What follows belongs to an exercise in optimizing a design on an open flow for small area and a short achievable clock period; a production flow would make more cautious choices.
At most, simulation tests tie the RTL to the original design; equivalence was not proved.
Function not checked in run 2: the RTL went through the layout flow alone.
Power is estimated from default activity; no workload was simulated.

## flow/design.v

```verilog
package mem_pkg;
   localparam int WORD_W = 32;
   localparam int REG_ADDR_W = 4;
   localparam int DEF_BASE_ADDR = 1024;
endpackage
import mem_pkg::*;
module data_mem #(
   parameter int DEPTH = 64,
   parameter int SP = 4,
   parameter int NT = DEPTH / SP
) (
   input  logic              clk,
   input  logic [NT-1:0]     we,      
   input  logic [NT-1:0]     keep,    
   input  logic [NT-1:0]     at,      
   input  logic [WORD_W-1:0] wdata,
   output logic [WORD_W-1:0] rdata    
);
   logic [DEPTH-1:0][WORD_W-1:0] ring;
   for (genvar i = 0; i < DEPTH; i++) begin : g_ring
      if (i % SP == 0) begin : g_tap
         always_ff @(posedge clk)
            ring[i] <= ({WORD_W{we[i / SP]}} & wdata)
                     | ({WORD_W{keep[i / SP]}} & ring[(i + DEPTH - 1) % DEPTH]);
      end else begin : g_shift
         always_ff @(posedge clk)
            ring[i] <= ring[i - 1];
      end
   end
   always_comb begin
      rdata = '0;
      for (int j = 0; j < NT; j++)
         rdata = rdata | ({WORD_W{at[j]}} & ring[(j * SP + DEPTH - 1) % DEPTH]);
   end
endmodule
import mem_pkg::*;
module mem_stage #(
   parameter int DEPTH = 64,
   parameter int BASE_ADDR = DEF_BASE_ADDR
) (
   input  logic                  clk,
   input  logic                  rst,
   input  logic                  wb_en_in,
   input  logic                  mem_read_en_in,
   input  logic                  mem_write_en_in,
   input  logic [WORD_W-1:0]     alu_res_in,
   input  logic [WORD_W-1:0]     val_Rm_in,
   input  logic [REG_ADDR_W-1:0] dest_in,
   output logic                  ready,
   output logic                  wb_en,
   output logic                  mem_read_en,
   output logic [WORD_W-1:0]     alu_res,
   output logic [WORD_W-1:0]     mem_data,
   output logic [REG_ADDR_W-1:0] dest,
   output logic                  addr_err
);
   localparam int AW = $clog2(DEPTH);
   localparam int SP = 4;
   localparam int NT = DEPTH / SP;
   logic busy, s1, s2, s3, s4, done, done_n, acc;
   logic req, in_range, wr_q, ok_q, wacc_q, wacc_n, hit_n;
   logic [AW-1:0] phase, u;
   logic [NT-1:0] tap_q, tap_n, we, keep_q;
   logic [SP-1:0] hit_q;
   logic [WORD_W-1:0] rdata, hold, word;
   assign req = mem_read_en_in | mem_write_en_in;
   assign ready = ~(acc | (done_n & req));
   assign wb_en = wb_en_in & ready;
   assign mem_read_en = mem_read_en_in & done;    
   assign alu_res = alu_res_in;
   assign dest = dest_in;
   assign in_range = alu_res_in[WORD_W-1:AW+2] == (WORD_W-AW-2)'(BASE_ADDR >> (AW + 2));
   assign wacc_n = (~busy & mem_write_en_in & in_range) | (wacc_q & ~s4);
   always_ff @(posedge clk or negedge rst)
      if (!rst) begin
         {busy, s1, s2, s3, s4, done, acc} <= '0;
         done_n <= 1'b1;
         wacc_q <= 1'b0;
         addr_err <= 1'b0;
      end else begin
         busy <= (~busy & req) | s1 | s2 | s3 | s4;
         s1 <= ~busy & req;
         s2 <= s1;
         s3 <= s2;
         s4 <= s3;
         done <= s4;
         done_n <= ~s4;
         acc <= (~busy & req) | s1 | s2 | s3;
         wacc_q <= wacc_n;
         if (s4 && !ok_q) addr_err <= 1'b1;
      end
   always_ff @(posedge clk)
      phase <= phase + AW'(1);
   assign u = alu_res_in[AW+1:2] + phase;
   for (genvar j = 0; j < NT; j++) begin : g_tap
      assign tap_n[j] = busy ? tap_q[j] : u[AW-1:2] == (AW-2)'(j);
   end
   assign hit_n = busy ? hit_q[1] : u[1:0] == 2'(SP - 1);
   always_ff @(posedge clk) begin
      tap_q <= tap_n;
      if (!busy) begin
         for (int k = 0; k < SP; k++)
            hit_q[k] <= u[1:0] == 2'(SP - 1 - k);
         wr_q <= mem_write_en_in;
         ok_q <= in_range;
      end else begin
         hit_q <= hit_q >> 1;
      end
   end
   assign we = tap_q & {NT{hit_q[0] & wacc_q}};
   always_ff @(posedge clk or negedge rst)
      if (!rst) keep_q <= '1;
      else keep_q <= ~(tap_n & {NT{hit_n & wacc_n}});
   data_mem #(.DEPTH(DEPTH), .SP(SP)) u_mem (
      .clk(clk),
      .we(we),
      .keep(keep_q),
      .at(tap_q),
      .wdata(val_Rm_in),
      .rdata(rdata)
   );
   assign word = hit_q[0] ? rdata : hold;
   always_ff @(posedge clk)
      hold <= word;
   always_ff @(posedge clk or negedge rst)
      if (!rst) mem_data <= '0;
      else if (s4 && !wr_q) mem_data <= ok_q ? word : '0;
endmodule
```

## flow/constraint.sdc

```tcl
create_clock -name core_clock -period 4.0 [get_ports {clk}]
set_input_delay 0.8000 -clock core_clock [delete_from_list [all_inputs] [get_ports {clk}]]
set_output_delay 0.8000 -clock core_clock [all_outputs]
set_load 0.01 [all_outputs]
```

## flow/flow/run.sh

```bash
#!/bin/bash
# Layout flow: the standard ORFS flow (standard.sh, unchanged synthesis),
# with the port buffers made plain buffers and clock tree synthesis run
# without dummy loads. Each tool's output goes to standard.log here.
set -euo pipefail
bash standard.sh \
   "BUFFER_PORTS_ARGS=-buffer_cell sky130_fd_sc_hd__buf_2" \
   "CTS_ARGS=-sink_clustering_enable -repair_clock_nets -dont_use_dummy_load -sink_clustering_size 30 -sink_clustering_max_diameter 60" \
   finish > standard.log 2>&1
```

## flow/standard.sh

```bash
#!/bin/bash
# synth_recipe.tcl (not shown) runs the flow's synth.tcl, then flattens the netlist and writes it again
# the make line also repeats each setting of config.mk as NAME=value (left out here)
make -C /OpenROAD-flow-scripts/flow DESIGN_CONFIG=/design/flow/config.mk WORK_HOME=/design/flow/orfs CLKGATE_MAP_FILE= SYNTH_SCRIPT=/design/flow/synth_recipe.tcl "${@:-finish}"
```

## flow/config.mk

```make
export PLATFORM = sky130hd
export DESIGN_NAME = mem_stage
export DESIGN_NICKNAME = mem_stage
export VERILOG_FILES = /design/flow/design.v
export SDC_FILE = /design/flow/constraint.sdc
export NUM_CORES = 4
export LEC_CHECK = 0
export ABC_CLOCK_PERIOD_IN_PS = 2000
export CAP_MARGIN = 10
export CORE_MARGIN = 2
export CORE_UTILIZATION = 75
export PLACE_DENSITY = 0.8
export SETUP_SLACK_MARGIN = 1.9
export SLEW_MARGIN = 10
```

==> results of run 1 <==
-- power groups by stage --
stage	Sequential, mW	Combinational (mW)	Clock (mW)
finish	23.4	2.57	10.1
global route	23.4	2.65	10.8
CTS	23.3	2.48	10.0
detailed placement	23.8	2.35	0
global placement	23.8	2.26	0
floorplan	23.3	1.54	0
-- what timing repair did --
| action | CTS | global route |
|---|---|---|
| buffers inserted | 7 | 6 |
| pin swaps | 4 | 8 |
| resized for setup | 37 | 22 |
| endpoints found under the setup margin | 237 | 42 |
-- sequential cells by signal, summed over array words and instances, names as in the netlist --
signal      cells
u_mem.ring   2048
hold           32
mem_data       32
keep_q         16
tap_q          16
phase           6
hit_q           4
acc             1
addr_err        1
busy            1
done            1
done_n          1
ok_q            1
s1              1
s2              1
s3              1
s4              1
wacc_q          1
wr_q            1
-- worst max path at each step --
stage	from	endpoint	cells after the start
floorplan	alu_res_in[2]	keep_q[2]$_DFF_PN1_	7
global placement	alu_res_in[3]	keep_q[13]$_DFF_PN1_	6
detailed placement	alu_res_in[2]	tap_q[5]$_DFF_P_	8
CTS	done_n$_DFF_PN1_	wb_en	3
global route	done_n$_DFF_PN1_	wb_en	3
finish	mem_write_en_in	wb_en	5
-- Yosys cell counts, types with 2 or more instances --
master / instances / share of area
a211oi_1: 2 / 0.00028
a21o_1: 3 / 0.00042
a21oi_1: 9 / 0.00084
a221o_1: 8 / 0.0015
a221oi_1: 96 / 0.016
a22o_1: 649 / 0.11
a22oi_1: 68 / 0.0095
a31oi_1: 2 / 0.00023
a32oi_1: 4 / 0.00065
a41oi_1: 32 / 0.0052
and2_1: 4 / 0.00047
and3_1: 50 / 0.0058
buf_1: 40 / 0.0028
buf_2: 43 / 0.0040
buf_4: 36 / 0.0050
clkbuf_1: 178 / 0.012
dfrtp_1: 41 / 0.019
dfstp_2: 17 / 0.0083
dfxtp_1: 2106 / 0.78
edfxtp_1: 2 / 0.0011
ha_1: 6 / 0.0014
inv_1: 7 / 0.00049
mux2i_1: 2 / 0.00037
nand2_1: 17 / 0.0012
nand2b_1: 6 / 0.00070
nand3_1: 6 / 0.00056
nor2_1: 40 / 0.0028
nor3_1: 5 / 0.00047
nor4_1: 4 / 0.00047
o21ai_0: 14 / 0.0013
o221ai_2: 2 / 0.00056
or4_4: 2 / 0.00042
xnor2_1: 7 / 0.0011
xor2_1: 2 / 0.00033
-- through the flow --
stage,power [mW],std cells
6_report,36.0,4483
5_1_grt,36.8,4478
4_1_cts,35.8,4467
3_5_place_dp,26.1,4371
3_3_place_gp,26.0,4371
2_1_floorplan,24.9,3526
-- cell type report --
| type | instances | share of cell area |
|---|---|---|
| multi-input combinational | 1056 | 0.155 |
| antenna | 10 | 0.000435 |
| inverter | 7 | 0.000456 |
| tap | 950 | 0.0206 |
| timing repair buffer | 205 | 0.0245 |
| sequential | 2166 | 0.760 |
| clock buffer | 89 | 0.0387 |
-- worst max-delay path, delay by kind of cell --
family	cells	cell delay [ns]
AOI/OAI and AO/OA	1	0.12
buffers and inverters	2	0.20
and+or+nand+nor	2	0.42
-- kinds of logic after synthesis --
family / share of synthesized area
DFF: 0.814
AOI/OAI and AO/OA: 0.143
buffers and inverters: 0.0248
and+or+nand+nor: 0.0141
xor gates and xnor gates: 0.00207
adders and majority gates: 0.00177
muxes: 0.000373
-- layer usage --
metal | routed length [um] | vias up
met2 | 62000 | 2011
met5 | 0 | -
met1 | 55900 | 14900
met3 | 15100 | 536
li1 | - | 12400
met4 | 7950 | 0
==> results by group, run 1 <==
STA
  • Pins Over Slew Limit: 0
  • Worst hold slack: 0.227 ns
  • RSZ-0062 raised after global routing: true
  • Setup violators final: 0
  • Tmin final: 2.34 ns
  • Peak Freq: 0.427 GHz
  • Slew @ Worst Pin: 1.26 ns
  • Final Hold Viols: 0
  • Setup slack after layout: 1.66 ns
  • Setup TNS: 0 ns
  • Clk_skew: 0.0450 ns
  • Max_slew headroom: 0.163
  • Tcrit/Tclk final: 0.585

Global routing
  • GR peak layer: met2
  • Largest net degree at the start of global routing: 50
  • Gr usage total: 0.376
  • Met3 GRT Util: 0.0864
  • Met1 usage: 0.523
  • Initial antenna violation count: 9
  • Grt met2 use: 0.564
  • Total grt overflow: 0
  • First-pass GRT wire length: 201,000 um
  • Vias in the first global route: 29.6k

Power and ir drop
  • Combinational fraction of design power: 0.071
  • Power Density: 625 mW/mm^2
  • Worst vdd ir: 0.000532 V
  • Sequential share of power: 0.649
  • Internal Pwr Total: 27.5 mW
  • Clk pwr share: 0.280
  • Switching share of power: 0.235
  • Leakage: 23.0 nW
  • Sw Pwr: 8.47 mW

Die
  • Ports: 145
  • Core box area: 0.0712 sq mm
  • # rows: 98
  • Starting Density: 0.754
  • Die Wd: 272 um
  • Die H: 272 um
  • Die ar.: 0.0738 sq mm

Synth
  • Post-Syn Nets: 3,606
  • Most used DFF post-synth: dfxtp_1
  • Asr flop ratio synth: 0.0268
  • Synthesized cell area: 0.0537 sq mm
  • Synth cell types: 50
  • Syn avg cell area: 15.2 sq um
  • Yosys warns: 2
  • Post-synth EDFFs: 2
  • FF+latch count, synth: 2,166
  • Synthesized instance count: 3,526
  • Seq/Total Area, Yosys: 0.814

Place
  • Pre-CTS setup slack: 1.22 ns
  • HPWL after DPL: 77,400 um
  • I/O Buffers: 132
  • Placement Cell Area: 0.0550 sq mm
  • GPL Wtd Cong: 0.865

Cells and area
  • Area Overhead vs Synth: 7.18%
  • Final #Nets: 3,605
  • Final Util: 0.808
  • Fill cell count: 3,735
  • Commonest non-fill, non-tap cells in the layout: 2,086 x dfxtp_1, 649 x a22o_1, 127 x buf_2
  • Sequential Area: 0.0438 sq mm
  • Commonest non-fill, non-tap cell in the layout: dfxtp_1
  • Area of the multi-input gates: 0.00893 sq mm
  • Post-route cell area: 0.0576 sq mm
  • Share of layout cells above drive strength 1: 0.111

Detailed routing
  • Starting DRT DRC Count: 4,126
  • Post-Route WL: 141,000 um
  • TritonRoute pass-1 iters: 6
  • Vias/cell: 6.65
  • Post-route DRC: 0
  • WL/cell: 31.4 um
  • Via count: 29.8k
  • Number of nets with antenna violations after routing: 0

Setup path
  • Critical Path Start Type: primary input
  • Worst-path cell chain: buf_2, or2_4, a21oi_4, and2_4, buf_6
  • Crit path kind: primary input to output port
  • Slowest-stage cell, CP: or2_4
  • RR Startpoint: tap_q[0]$_DFF_P_
  • CP Max Fanout: 3
  • Register-to-Register Path Depth: 5
  • Reg2reg setup slack: 1.87 ns
  • CP Data Arrival Time: 1.54 ns
  • Crit path largest cell delay: 0.26 ns
  • CP Capture Type: output port
  • CP required: 3.20 ns
  • Reg2reg end: mem_data[2]$_DFFE_PN0P_

Clock tree
  • CTS root buf: clkbuf_16
  • Clock buffers created by TritonCTS: 89
  • H-tree depth: 3
  • Cts hold-fix bufs: 0
  • CTS Sinks: 2,166
  • Max clock buf depth: 3
  • CTS clk-pin slew, worst paths: 0.10 ns
  • Latest clock arrival within the worst-skew pair: 0.68 ns
  • CTS tree: built

Min path
  • Hold WC Path Type: primary input to async pin

Run
  • MaxCap Viol Count: 0

Run status
  • Status: finished clean
==> run 2: changes to the inputs <==
--- a/flow/design.v
+++ b/flow/design.v
@@ -61,5 +61,5 @@
    logic req, in_range, wr_q, ok_q, wacc_q, wacc_n, hit_n;
    logic [AW-1:0] phase, u;
-   logic [NT-1:0] tap_q, tap_n, we, keep_q;
+   logic [NT-1:0] tap_q, tap_n, we_n, we_q, keep_q;
    logic [SP-1:0] hit_q;
    logic [WORD_W-1:0] rdata, hold, word;
@@ -108,11 +108,16 @@
       end
    end
-   assign we = tap_q & {NT{hit_q[0] & wacc_q}};
+   assign we_n = tap_n & {NT{hit_n & wacc_n}};
    always_ff @(posedge clk or negedge rst)
-      if (!rst) keep_q <= '1;
-      else keep_q <= ~(tap_n & {NT{hit_n & wacc_n}});
+      if (!rst) begin
+         we_q <= '0;
+         keep_q <= '1;
+      end else begin
+         we_q <= we_n;
+         keep_q <= ~we_n;
+      end
    data_mem #(.DEPTH(DEPTH), .SP(SP)) u_mem (
       .clk(clk),
-      .we(we),
+      .we(we_q),
       .keep(keep_q),
       .at(tap_q),
--- a/flow/config.mk
+++ b/flow/config.mk
@@ -7,8 +7,8 @@
 export LEC_CHECK = 0
 export ABC_CLOCK_PERIOD_IN_PS = 2000
-export CAP_MARGIN = 10
+export CAP_MARGIN = 20
 export CORE_MARGIN = 2
 export CORE_UTILIZATION = 75
 export PLACE_DENSITY = 0.8
 export SETUP_SLACK_MARGIN = 1.9
-export SLEW_MARGIN = 10
+export SLEW_MARGIN = 20
==> run 2 against run 1 <==
  * Non-clock buffer count fell by 8
  * Die area rose by 0.60%
  * Register-to-register slack got worse by 0.14 ns
  * Highest routed layer is now met5
  * Still clean
  * Synthesized area rose by 0.61%
  * Sequential cell count rose by 16
  * Clock-buffer cell count did not move
  * Largest cell class unchanged
  * Sequential power fell by 2%
==> results by group, run 2 <==
Place
  • I/O Buffers: 132
  • GPL Wtd Cong: 0.900
  • HPWL after DPL: 74,600 um

Synth
  • Most numerous cell in the Yosys netlist: dfxtp_1
  • FF+latch count, synth: 2,182
  • Synthesized instance count: 3,532
  • Post-synth EDFFs: 2
  • Syn avg cell area: 15.3 sq um
  • Yosys warns: 2
  • Top cells by count, synth: 2,106 x dfxtp_1, 656 x a22o_1, 233 x clkbuf_1
  • Synth cell types: 46
  • Top cell type's share of synthesized area: 0.780
  • Dominant cell type by area after synthesis: dfxtp_1
  • Synthesized cell area: 0.0540 sq mm
  • Most used DFF post-synth: dfxtp_1
  • Post-Syn Nets: 3,612
  • Asr flop ratio synth: 0.0339
  • Seq/Total Area, Yosys: 0.816
  • Synth top area cells: dfxtp_1 78%, a22o_1 11%, dfrtp_1 2.6%, a221oi_1 1.7%, clkbuf_1 1.6%

STA
  • Setup violators final: 0
  • Final Hold Viols: 0
  • Max_slew headroom: 0.138
  • Peak Freq: 0.431 GHz
  • RSZ-0062 raised after global routing: true
  • Setup TNS: 0 ns
  • Slew @ Worst Pin: 1.29 ns
  • Clk_skew: 0.0706 ns
  • Pins Over Slew Limit: 0
  • Tcrit/Tclk final: 0.580
  • Tmin final: 2.32 ns

Die
  • Ports: 145
  • Die Wd: 272 um
  • Die H: 272 um
  • Starting Density: 0.757
  • Die ar.: 0.0742 sq mm
  • Core box area: 0.0714 sq mm
  • # rows: 98

Cells and area
  • Share of layout cells above drive strength 1: 0.114
  • Commonest non-fill, non-tap cell in the layout: dfxtp_1
  • Fill cell count: 3,613
  • Sequential Area: 0.0442 sq mm
  • Largest regs: u_mem.ring: 2048 flops, hold: 32 flops, mem_data: 32 flops
  • Commonest non-fill, non-tap cells in the layout: 2,086 x dfxtp_1, 656 x a22o_1, 125 x buf_2
  • Reg with most FFs: u_mem.ring
  • Area of the multi-input gates: 0.00916 sq mm
  • Max FFs per register: 2,048
  • Area Overhead vs Synth: 7.49%
  • Final Util: 0.814
  • Final #Nets: 3,616

Detailed routing
  • Vias/cell: 6.68
  • Via count: 30.0k
  • Post-route DRC: 0
  • Number of nets with antenna violations after routing: 0
  • WL/cell: 32.2 um
  • TritonRoute pass-1 iters: 6
  • Post-Route WL: 145,000 um
  • Starting DRT DRC Count: 3,906

Clock tree
  • CTS Sinks: 2,182
  • Max clock buf depth: 3
  • CTS tree: built
  • H-tree depth: 3
  • CTS root buf: clkbuf_16
  • Latest clock arrival within the worst-skew pair: 0.68 ns
  • CTS clk-pin slew, worst paths: 0.11 ns
  • Clock buffers created by TritonCTS: 89

Power and ir drop
  • Worst vdd ir: 0.000469 V
  • Leakage: 22.7 nW
  • Power Density: 600 mW/mm^2

Global routing
  • Met1 usage: 0.539
  • First-pass GRT wire length: 205,000 um
  • Grt met2 use: 0.580
  • Initial antenna violation count: 6
  • Largest net degree at the start of global routing: 61
  • Gr usage total: 0.384
  • GR peak layer: met2
  • Total grt overflow: 0
  • Vias in the first global route: 30.0k
  • Met3 GRT Util: 0.0881

Min path
  • Hold WC Path Type: register to register

Setup path
  • Crit path kind: primary input to output port
  • CP Data Arrival Time: 1.52 ns
  • Critical Path Start Type: primary input
  • CP Capture Type: output port
  • CP required: 3.20 ns
  • CP Max Fanout: 2

Run status
  • Status: finished clean

Run
  • MaxCap Viol Count: 0
==> run 2: layout make-up <==
cell class              instances  area share
clock buffers                  89      0.0383
well taps                     950      0.0205
multi-input cells            1062       0.158
diodes                          5    0.000215
flip-flops and latches       2182       0.761
inverters                       4    0.000259
repair buffers                197      0.0223
==> run 2: where the power goes <==
| part | switching, mW | internal, mW | total (mW) |
|---|---|---|---|
| Sequential | 0.850 | 22.2 | 23.0 |
| Clock | 6.11 | 4.01 | 10.1 |
| Combinational | 1.12 | 0.609 | 1.73 |
| Total | 8.08 | 26.8 | 34.9 |
==> run 2: timing repair <==
action / 4_1_cts / 5_1_grt
pin swaps: 16 / 20
setup buffers: 4 / 10
cloned: 2 / 0
resized for setup: 39 / 52
hold buffers: 0 / 0
setup endpoints to repair: 108 / 68
==> run 2: worst max-delay path, stage by stage <==
cell	delay, ns
buf_6	0.09
or2_4	0.25
a21oi_4	0.13
and2_4	0.15
buf_6	0.09
==> run 2: final timing paths <==
| path | from | endpoint | slack (ns) | cells past startpoint |
|---|---|---|---|---|
| max | mem_read_en_in | wb_en | 1.68 | 5 |
| min | u_mem.ring[409]$_DFF_P_ | u_mem.ring[441]$_DFF_P_ | 0.27 | 0 |
| max reg2reg | phase[3]$_DFF_P_ | tap_q[10]$_DFF_P_ | 1.73 | 6 |
| min reg2reg | u_mem.ring[409]$_DFF_P_ | u_mem.ring[441]$_DFF_P_ | 0.27 | 0 |
| max in group asynchronous | rst | mem_data[7]$_DFFE_PN0P_ | 2.65 | 2 |
| min in group asynchronous | rst | mem_data[15]$_DFFE_PN0P_ | 0.29 | 1 |
==> run 2: layer usage <==
| metal | part of all wire | vias to the layer above |
|---|---|---|
| met3 | 0.11 | 560 |
| met5 | 0.00020 | - |
| li1 | - | 12400 |
| met1 | 0.39 | 14800 |
| met2 | 0.44 | 2173 |
| met4 | 0.057 | 4 |
==> run 2: metrics by stage <==
stage | cells | cell area, sq um | hold WS [ns] | setup WS (ns) | power [mW]
final | 4489 | 58100 | 0.269 | 1.68 | 34.9
after global routing | 4486 | 58100 | 0.264 | 1.65 | 35.6
after CTS | 4474 | 57700 | 0.264 | 1.66 | 34.6
after detailed placement | 4379 | 55300 | 0.312 | 1.13 | 25.0
after global placement | 4379 | 55300 | 0.310 | 1.17 | 24.9
after floorplan | 3532 | 54200 | 0.310 | 1.52 | 23.9
==> run 2: cells by family (layout without fill, tap and decap cells) <==
group                      count (synthesis)  after routing  synth area share
DFF                                     2182           2182             0.816
AOI/OAI and AO/OA                        916            918             0.145
buffers and inverters                    290            290            0.0229
and+or+nand+nor                          125            125            0.0117
xor gates and xnor gates                  12             12           0.00222
adders and majority gates                  7              7           0.00176
other                                      0              5                 0

separate check: timing with driven ports:
No port has a modelled driver above. Below, the same layouts with a new extraction and two added sets of constraints.
Step 1: set_driving_cell puts a clkbuf_16 on clk and a buf_2 on each other input, an assumption about the parent block.
Step 2, shift: input delay + t, output delay - t, t = (earliest + latest rising clock arrival at the registers) / 2. This alone moves slack from input paths to output paths.
a / b / c = ideal / step 1 / step 2; a / b = the first two.
| run | t (ns) | setup WS [ns] | worst hold slack (ns) | clock arrival spread, ns | worst slew at a driven data input, ns |
|---|---|---|---|---|---|
| run 1 | 0.720 | 1.660 / 1.596 / 1.300 | 0.227 / 0.188 / 0.290 | 0.062 / 0.063 | 0.15 |
| run 2 | 0.717 | 1.681 / 1.624 / 1.109 | 0.269 / 0.256 / 0.269 | 0.072 / 0.072 | 0.11 |
After both steps setup and hold are still met in every run listed. For run 2, which loses most, drivers alone change the setup slack by -0.057 ns; drivers and shift together by -0.572 ns.
